This design comes from an exercise in tuning for small area on the open sky130 flow, not from production work.
Function was checked by simulation only, so behaviour that the tests miss may differ from the original.
No activity file was given, so power comes from the tool's default toggle rates.

## eth_pkt_buffer
module eth_pkt_buffer #(
    parameter int unsigned DEPTH      = 64,
    parameter logic [31:0] PORTA_ADDR = 32'h0000_ABCD,
    parameter logic [31:0] PORTB_ADDR = 32'h0000_BEEF
) (
    input  logic        clk,
    input  logic        reset,
    input  logic        inWrEn,
    input  logic [33:0] inData,
    output logic        outValid,
    input  logic        outReady,
    output logic [33:0] outData,
    output logic        outPort,
    output logic [15:0] dropCount,
    output logic [15:0] pktCount
);
Size in the first run: roughly 110 I/O pins, ~79000 µm² of cells after synthesis.
clock: 8.0 ns
lec_check: 0
cap_margin: 20
core_margin: 2
core_utilization: 40
cts_buf_list: sky130_fd_sc_hd__clkbuf_8
cts_cluster_diameter: 60
cts_cluster_size: 15
place_density: 0.7
slew_margin: 20
synth_hierarchical: 1
run.sh (not shown) runs the stock make flow with config.mk's settings and CLKGATE_MAP_FILE= SYNTH_SCRIPT=/design/flow/synth_recipe.tcl, a recipe that flattens the netlist after the stock synthesis.
The first run finished with timing, DRC and antenna clean.
Change:
==> flow/flow/run.sh (new file) <==
#!/bin/bash
# Layout flow: the standard ORFS flow (standard.sh), with two changes:
#  - port buffers use the smallest buffer (every port still gets its own buffer);
#  - clock tree synthesis inserts no dummy loads, with clkbuf_8 sink clusters of up to 15 sinks.
# The full output of the run goes to flow_standard.log; ORFS keeps each step's log under orfs/logs.
set -euo pipefail
export BUFFER_PORTS_ARGS="-buffer_cell sky130_fd_sc_hd__buf_1"
export CTS_ARGS="-sink_clustering_enable -repair_clock_nets -dont_use_dummy_load -buf_list sky130_fd_sc_hd__clkbuf_8 -sink_clustering_size 15 -sink_clustering_max_diameter 60"
bash standard.sh > flow_standard.log 2>&1
==> flow/standard.sh (new file) <==
#!/bin/bash
# synth_recipe.tcl (not shown) runs the flow's synth.tcl, then flattens the netlist and writes it again
# the make line also repeats each setting of config.mk as NAME=value (left out here)
make -C /OpenROAD-flow-scripts/flow DESIGN_CONFIG=/design/flow/config.mk WORK_HOME=/design/flow/orfs CLKGATE_MAP_FILE= SYNTH_SCRIPT=/design/flow/synth_recipe.tcl "${@:-finish}"
removed: flow/run.sh
Effect: The changed run completed without violations; worst setup slack improves by 230 ps; synthesized cell count does not change; cell area falls by about 0.8%; die area stays the same; hold slack hardly moves; clock power went down by 6.2%; via count shrinks by 0.88%; clock skew increases by 16 ps; sequential cell count is unchanged; register-to-register slack improves by 430 ps; count of clock-buffer cells in the layout came out lower by 3.

eth_pkt_buffer, a different RTL version from the one above (not shown whole).
Size in the first run: ~110 I/O pins, ~81000 um2 of cells after synthesis.
// eth_pkt_buffer
module eth_pkt_buffer #(
    parameter int unsigned DEPTH      = 64,
    parameter logic [31:0] PORTA_ADDR = 32'h0000_ABCD,
    parameter logic [31:0] PORTB_ADDR = 32'h0000_BEEF
) (
    input  logic        clk,
    input  logic        reset,
    input  logic        inWrEn,
    input  logic [33:0] inData,
    output logic        outValid,
    input  logic        outReady,
    output logic [33:0] outData,
    output logic        outPort,
    output logic [15:0] dropCount,
    output logic [15:0] pktCount
);
export LEC_CHECK = 0
export CAP_MARGIN = 20
export CORE_MARGIN = 2
export CORE_UTILIZATION = 40
export CTS_BUF_LIST = sky130_fd_sc_hd__clkbuf_8
export CTS_CLUSTER_DIAMETER = 60
export CTS_CLUSTER_SIZE = 15
export PLACE_DENSITY = 0.7
export SLEW_MARGIN = 20
export SYNTH_HIERARCHICAL = 1
create_clock -name core_clock -period 8.0 [get_ports {clk}]
standard.sh (not shown) runs the stock make flow with config.mk's settings and CLKGATE_MAP_FILE= SYNTH_SCRIPT=/design/flow/synth_recipe.tcl, a recipe that flattens the netlist after the stock synthesis.
==> flow/flow/run.sh <==
#!/bin/bash
# Layout flow: the standard ORFS flow (standard.sh), with two changes:
#  - port buffers use the smallest buffer (every port still gets its own buffer);
#  - clock tree synthesis inserts no dummy loads, with clkbuf_8 sink clusters of up to 15 sinks.
# The full output of the run goes to flow_standard.log; ORFS keeps each step's log under orfs/logs.
set -euo pipefail
export BUFFER_PORTS_ARGS="-buffer_cell sky130_fd_sc_hd__buf_1"
export CTS_ARGS="-sink_clustering_enable -repair_clock_nets -dont_use_dummy_load -buf_list sky130_fd_sc_hd__clkbuf_8 -sink_clustering_size 15 -sink_clustering_max_diameter 60"
bash standard.sh > flow_standard.log 2>&1
Edit:
==> flow/run.sh (new file) <==
#!/bin/bash
# synth_recipe.tcl (not shown) runs the flow's synth.tcl, then flattens the netlist and writes it again
# the make line also repeats each setting of config.mk as NAME=value (left out here)
make -C /OpenROAD-flow-scripts/flow DESIGN_CONFIG=/design/flow/config.mk WORK_HOME=/design/flow/orfs CLKGATE_MAP_FILE= SYNTH_SCRIPT=/design/flow/synth_recipe.tcl finish
removed: flow/flow/run.sh
removed: flow/standard.sh
Wire length rises by 2.0%; maximum frequency falls by 4.9%; utilization rises by 0.53 points; synthesized cell count does not change; via count rises by about 0.8%; final area rises by about 1.3%; register-to-register slack loses 0.16 ns; clock skew falls by 0.047 ns; critical path depth falls by 1; setup slack loses 0.32 ns.

eth_pkt_buffer, a different RTL version from the one above (not shown whole).
For scale: ~2200 flip-flops, ~110 I/O pins, ~81000 sq um of cells after synthesis.
clock: 8.0 ns
lec_check: 0
cap_margin: 20
core_margin: 2
core_utilization: 40
cts_buf_list: sky130_fd_sc_hd__clkbuf_8
cts_cluster_diameter: 60
cts_cluster_size: 15
place_density: 0.7
slew_margin: 20
synth_hierarchical: 1
run.sh (not shown) runs the stock make flow with config.mk's settings and CLKGATE_MAP_FILE= SYNTH_SCRIPT=/design/flow/synth_recipe.tcl, a recipe that flattens the netlist after the stock synthesis.
Stock flow here: none of the scripts above is used.
Edit:
==> flow/flow/run.sh (new file) <==
#!/bin/bash
# Layout flow: the standard ORFS flow (standard.sh), with two changes:
#  - port buffers use the smallest buffer (every port still gets its own buffer);
#  - clock tree synthesis inserts no dummy loads, with clkbuf_8 sink clusters of up to 15 sinks.
# The full output of the run goes to flow_standard.log; ORFS keeps each step's log under orfs/logs.
set -euo pipefail
export BUFFER_PORTS_ARGS="-buffer_cell sky130_fd_sc_hd__buf_1"
export CTS_ARGS="-sink_clustering_enable -repair_clock_nets -dont_use_dummy_load -buf_list sky130_fd_sc_hd__clkbuf_8 -sink_clustering_size 15 -sink_clustering_max_diameter 60"
bash standard.sh > flow_standard.log 2>&1
==> flow/standard.sh (new file) <==
#!/bin/bash
# synth_recipe.tcl (not shown) runs the flow's synth.tcl, then flattens the netlist and writes it again
# the make line also repeats each setting of config.mk as NAME=value (left out here)
make -C /OpenROAD-flow-scripts/flow DESIGN_CONFIG=/design/flow/config.mk WORK_HOME=/design/flow/orfs CLKGATE_MAP_FILE= SYNTH_SCRIPT=/design/flow/synth_recipe.tcl "${@:-finish}"
removed: flow/run.sh
Effect:
- cell area falls by 1.1%
- setup slack loses 0.26 ns
- cell count falls by 0.60%
- power falls by 1.6%
- worst hold slack stays flat
- register-to-register slack loses 0.07 ns

[afterwards: timing with drivers on the ports]
The results above use ideal ports. As a check the final layouts listed here were re-extracted and re-timed, cells and wires unchanged. Step 1, drivers: a clkbuf_16 drives clk and a buf_2 each remaining input, both assumed. Step 2 also shifts input and output timing later by t, the mid clock arrival at the registers, as if the neighbouring blocks saw the same clock. Three values: no drivers, after step 1, after step 2; two values: the first two.
run	t (ns)	slack for setup (ns)	clock arrival spread, ns
the first run of note 1	1.008	2.047 / 2.101 / 1.092	0.087 / 0.087
the second run of note 1	0.999	2.276 / 2.210 / 1.211	0.096 / 0.096
the first run of note 2	0.985	1.676 / 1.739 / 0.755	0.135 / 0.135
the second run of note 2	1.051	1.354 / 1.415 / 0.364	0.072 / 0.072
the first run of note 3	1.038	2.301 / 2.296 / 1.258	0.042 / 0.042
the second run of note 3	1.023	2.044 / 2.079 / 1.056	0.122 / 0.122
After both steps setup and hold are still met in every run listed. The setup slack of the second run of note 1, which loses most, moves by -0.066 ns with the drivers and by -1.065 ns with both steps.
